Source: an optimization exercise on an open RTL-to-GDS flow (aim: small area and a short achievable clock period). Production flows keep margins and buffers that such runs may drop.
Only simulation tests tie the RTL to the original design; equivalence was not proved.
No activity file was given, so power comes from the tool's default toggle rates.

==> flow/design.v <==
`timescale 1ns/10ps
module mshr_entry_array #(
    parameter int n_entries = 16
) (
    input  logic                         clk,
    input  logic                         rst,
    input  logic [151:0]                 upd,
    input  logic [23:0]                  req_addr,
    input  logic [$clog2(n_entries)-1:0] mshr_i,
    input  logic [158:0]                 entry_rd,
    output logic [n_entries*159-1:0]     entries,
    output logic [n_entries-1:0]         valid,
    output logic [n_entries-1:0]         live,
    output logic [n_entries-1:0]         cur_oh,
    output logic [158:0]                 upd_rec
);
    localparam int idx_bits = $clog2(n_entries);
    logic         wr_addr, wr_state, wr_line, wr_tag, wr_wm;
    logic [2:0]   d_state;
    logic [11:0]  d_tag;
    logic [11:0]  d_addr;
    logic [127:0] d_line;
    logic [3:0]   d_wm;
    assign wr_addr  = upd[151];
    assign wr_state = upd[151] | upd[150];
    assign wr_line  = upd[151] | upd[149];
    assign wr_tag   = upd[151] | upd[148];
    assign wr_wm    = upd[151] | upd[147];
    assign d_state = upd[146:144];
    assign d_tag   = upd[143:132];
    assign d_addr  = req_addr[11:0];
    assign d_line  = upd[131:4];
    assign d_wm    = upd[3:0];
    assign upd_rec = {wr_state ? d_state : entry_rd[158:156],
                      wr_tag   ? d_tag   : entry_rd[155:144],
                      wr_addr  ? d_addr  : entry_rd[143:132],
                      wr_line  ? d_line  : entry_rd[131:4],
                      wr_wm    ? d_wm    : entry_rd[3:0]};
    for (genvar i = 0; i < n_entries; i++) begin : g_entry
        logic         sel;
        logic         v_q;
        logic         live_q;
        logic [158:0] rec_q;
        assign sel = (mshr_i == idx_bits'(i));
        always_ff @(posedge clk or negedge rst) begin
            if (!rst) begin
                v_q <= 1'b0;
            end else if (sel) begin
                v_q <= 1'b1;
            end
        end
        always_ff @(posedge clk or negedge rst) begin
            if (!rst) begin
                live_q <= 1'b0;
            end else if (sel) begin
                live_q <= |upd_rec[158:156];
            end
        end
        always_ff @(posedge clk) begin
            if (sel) rec_q <= upd_rec;
        end
        assign valid[i]  = v_q;
        assign live[i]   = live_q;
        assign cur_oh[i] = sel;
        assign entries[i*159 +: 159] = rec_q;
    end
endmodule
`timescale 1ns/10ps
module mshr_search #(
    parameter int n_entries = 16
) (
    input  logic                         clk,
    input  logic                         rst,
    input  logic [1:0]                   op,
    input  logic [23:0]                  req_addr,
    input  logic [1:0]                   fwd_msg,
    input  logic [n_entries*159-1:0]     entries,
    input  logic [n_entries-1:0]         live,
    input  logic [n_entries-1:0]         cur_oh,
    output logic [n_entries-1:0]         next_oh,
    output logic [$clog2(n_entries)-1:0] mshr_i,
    output logic                         mshr_hit,
    output logic [11:0]                  flag_cmd
);
    localparam int idx_bits = $clog2(n_entries);
    logic [n_entries-1:0] set_eq, match, is1, m_oh, f_oh;
    for (genvar g = 0; g < n_entries; g++) begin : g_cmp
        logic [2:0]  st;
        assign st        = entries[g*159+156 +: 3];
        assign is1[g]    = (st == 3'd1);
        assign set_eq[g] = (entries[g*159+136 +: 8] == req_addr[11:4]);
        assign match[g]  = live[g] && set_eq[g] &&
                           (entries[g*159+144 +: 12] == req_addr[23:12]);
    end
    function automatic logic [3:0] hi_idx(input logic [15:0] v);
        logic h3, h2, h1, h0;
        logic [7:0] a;
        logic [3:0] b;
        logic [1:0] c;
        h3 = |v[15:8];
        a  = h3 ? v[15:8] : v[7:0];
        h2 = |a[7:4];
        b  = h2 ? a[7:4] : a[3:0];
        h1 = |b[3:2];
        c  = h1 ? b[3:2] : b[1:0];
        h0 = c[1];
        hi_idx = {h3, h2, h1, h0};
    endfunction
    function automatic logic [15:0] hi_oh(input logic [15:0] v);
        logic above;
        above = 1'b0;
        for (int k = 15; k >= 0; k--) begin
            hi_oh[k] = v[k] && !above;
            above    = above || v[k];
        end
    endfunction
    logic [3:0] m_idx, f_idx;
    logic       any_match, any_set, win_is1, stall;
    assign m_idx     = hi_idx(match);
    assign f_idx     = hi_idx(~live);
    assign m_oh      = hi_oh(match);
    assign f_oh      = (&live) ? 16'h0001 : hi_oh(~live);
    assign any_match = |match;
    assign any_set   = |(live & set_eq);
    assign win_is1   = |(m_oh & is1);
    assign stall     = any_match && !(fwd_msg == 2'd0 && win_is1);
    always_comb begin
        flag_cmd = '0;
        case (op)
            2'd2: begin
                flag_cmd[11] = any_set;
                flag_cmd[10] = !any_set;
            end
            2'd3: begin
                flag_cmd[9]   = stall;
                flag_cmd[8]   = !stall;
                flag_cmd[7:0] = 8'(m_idx);
            end
            default: ;
        endcase
    end
    always_comb begin
        case (op)
            2'd0:    next_oh = cur_oh;
            2'd2:    next_oh = f_oh;
            default: next_oh = any_match ? m_oh : 16'h0001;
        endcase
    end
    always_ff @(posedge clk or negedge rst) begin
        if (!rst) begin
            mshr_i   <= '0;
            mshr_hit <= 1'b0;
        end else if (op != 2'd0) begin
            mshr_i   <= (op == 2'd2) ? f_idx : m_idx;
            mshr_hit <= (op != 2'd2) && any_match;
        end
    end
endmodule
`timescale 1ns/10ps
module mshr_stall_flags #(
    parameter int n_entries = 16
) (
    input  logic                         clk,
    input  logic                         rst,
    input  logic [11:0]                  flag_cmd,
    output logic                         set_conflict,
    output logic                         fwd_stall,
    output logic [$clog2(n_entries)-1:0] fwd_stall_entry
);
    localparam int idx_bits = $clog2(n_entries);
    always_ff @(posedge clk or negedge rst) begin
        if (!rst) begin
            set_conflict <= 1'b0;
        end else if (flag_cmd[11]) begin
            set_conflict <= 1'b1;
        end else if (flag_cmd[10]) begin
            set_conflict <= 1'b0;
        end
    end
    always_ff @(posedge clk or negedge rst) begin
        if (!rst) begin
            fwd_stall <= 1'b0;
        end else if (flag_cmd[9]) begin
            fwd_stall <= 1'b1;
        end else if (flag_cmd[8]) begin
            fwd_stall <= 1'b0;
        end
    end
    always_ff @(posedge clk or negedge rst) begin
        if (!rst) begin
            fwd_stall_entry <= '0;
        end else if (flag_cmd[9]) begin
            fwd_stall_entry <= flag_cmd[idx_bits-1:0];
        end
    end
endmodule
`timescale 1ns/10ps
module l2_mshr #(
    parameter int n_entries = 16
) (
    input  logic                         clk,
    input  logic                         rst,
    input  logic [1:0]                   op,
    input  logic [23:0]                  req_addr,
    input  logic [1:0]                   fwd_msg,
    input  logic [151:0]                 upd,
    output logic                         mshr_hit,
    output logic [$clog2(n_entries)-1:0] mshr_i,
    output logic [158:0]                 entry_rd,
    output logic                         set_conflict,
    output logic                         fwd_stall,
    output logic [$clog2(n_entries)-1:0] fwd_stall_entry
);
    logic [n_entries*159-1:0] entries;
    logic [n_entries-1:0]     valid, live;
    logic [n_entries-1:0]     cur_oh, next_oh;
    logic [11:0]              flag_cmd;
    logic [158:0]             upd_rec, rd_next;
    mshr_entry_array #(
        .n_entries (n_entries)
    ) u_array (
        .clk      (clk),
        .rst      (rst),
        .upd      (upd),
        .req_addr (req_addr),
        .mshr_i   (mshr_i),
        .entry_rd (entry_rd),
        .entries  (entries),
        .valid    (valid),
        .live     (live),
        .cur_oh   (cur_oh),
        .upd_rec  (upd_rec)
    );
    mshr_search #(
        .n_entries (n_entries)
    ) u_search (
        .clk      (clk),
        .rst      (rst),
        .op       (op),
        .req_addr (req_addr),
        .fwd_msg  (fwd_msg),
        .entries  (entries),
        .live     (live),
        .cur_oh   (cur_oh),
        .next_oh  (next_oh),
        .mshr_i   (mshr_i),
        .mshr_hit (mshr_hit),
        .flag_cmd (flag_cmd)
    );
    mshr_stall_flags #(
        .n_entries (n_entries)
    ) u_flags (
        .clk             (clk),
        .rst             (rst),
        .flag_cmd        (flag_cmd),
        .set_conflict    (set_conflict),
        .fwd_stall       (fwd_stall),
        .fwd_stall_entry (fwd_stall_entry)
    );
    always_comb begin
        logic same;
        same    = |(next_oh & cur_oh);
        rd_next = upd_rec & {159{same}};
        for (int i = 0; i < n_entries; i++) begin
            rd_next = rd_next |
                      (entries[i*159 +: 159] &
                       {159{next_oh[i] && valid[i] && !cur_oh[i]}});
        end
    end
    always_ff @(posedge clk or negedge rst) begin
        if (!rst) begin
            entry_rd <= '0;
        end else begin
            entry_rd <= rd_next;
        end
    end
endmodule
==> flow/config.mk <==
export PLATFORM = sky130hd
export DESIGN_NAME = l2_mshr
export DESIGN_NICKNAME = l2_mshr
export VERILOG_FILES = /design/flow/design.v
export SDC_FILE = /design/flow/constraint.sdc
export NUM_CORES = 4
export LEC_CHECK = 0
export CAP_MARGIN = 20
export CORE_MARGIN = 2
export CORE_UTILIZATION = 40
export SETUP_SLACK_MARGIN = 1.5
export SLEW_MARGIN = 20
export TNS_END_PERCENT = 10
export BUFFER_PORTS_ARGS = -buffer_cell sky130_fd_sc_hd__buf_4
==> flow/constraint.sdc <==
create_clock -name core_clock -period 4.4 [get_ports {clk}]
set_input_delay 0.8800 -clock core_clock [delete_from_list [all_inputs] [get_ports {clk}]]
set_output_delay 0.8800 -clock core_clock [all_outputs]
set_load 0.01 [all_outputs]
standard.sh (not shown) runs the stock make flow with config.mk's settings and CLKGATE_MAP_FILE= SYNTH_SCRIPT=/design/flow/synth_recipe.tcl, a recipe that flattens the netlist after the stock synthesis.
==> flow/flow/run.sh <==
#!/bin/bash
# The standard layout, with plain buffers on the ports instead of the delay
# cells buffer_ports picks by default; hold repair adds delay where needed.
set -euo pipefail
echo 'export BUFFER_PORTS_ARGS = -buffer_cell sky130_fd_sc_hd__buf_4' >> config.mk
bash standard.sh > standard.log 2>&1
Next try:
==> flow/run.sh (new file) <==
#!/bin/bash
# synth_recipe.tcl (not shown) runs the flow's synth.tcl, then flattens the netlist and writes it again
# the make line also repeats each setting of config.mk as NAME=value (left out here)
make -C /OpenROAD-flow-scripts/flow DESIGN_CONFIG=/design/flow/config.mk WORK_HOME=/design/flow/orfs CLKGATE_MAP_FILE= SYNTH_SCRIPT=/design/flow/synth_recipe.tcl finish
--- a/flow/config.mk
+++ b/flow/config.mk
@@ -9,6 +9,4 @@
 export CORE_MARGIN = 2
 export CORE_UTILIZATION = 40
-export SETUP_SLACK_MARGIN = 1.5
+export SETUP_SLACK_MARGIN = 1.6
 export SLEW_MARGIN = 20
-export TNS_END_PERCENT = 10
-export BUFFER_PORTS_ARGS = -buffer_cell sky130_fd_sc_hd__buf_4
removed: flow/flow/run.sh
removed: flow/standard.sh
What happened: Via count rose by 1.4%; synthesized cell count is unchanged; routed wire length rises by 2.1%; hold slack is better by 0.44 ns; register-to-register slack gains 0.06 ns; fmax increases by 0.72%; non-clock buffer count rose by 182; worst setup slack improved by 0.029 ns; power came out higher by 0.48%; clock-buffer cell count went up by 8; cell area goes up by 3.7%.

afterwards: timing with drivers on the ports:
The flow's constraints put no driver on any port. The routed layouts listed below were extracted and timed again, unchanged, in two steps.
Step 1: set_driving_cell puts a clkbuf_16 on clk and a buf_2 on each other input, an assumption about the parent block.
Step 2 also shifts input and output timing later by t, the mid clock arrival at the registers, as if the neighbouring blocks saw the same clock.
a / b / c = no drivers / after step 1 / after step 2; a / b = the first two.
run | t, ns | setup slack, ns | worst hold slack (ns) | worst setup path at the end | worst data-port slew with drivers (ns)
the first run | 0.960 | 0.368 / 0.368 / -0.375 | 0.006 / -0.036 / 0.428 | input to register | 0.16
the second run | 1.039 | 0.397 / 0.429 / -0.581 | 0.451 / 0.451 / 0.451 | input to register | 0.08
Met with ideal ports but missed after step 2: setup timing in the first run and the second run. The setup slack of the second run, which loses most, moves by +0.032 ns with the drivers and by -0.978 ns with both steps.
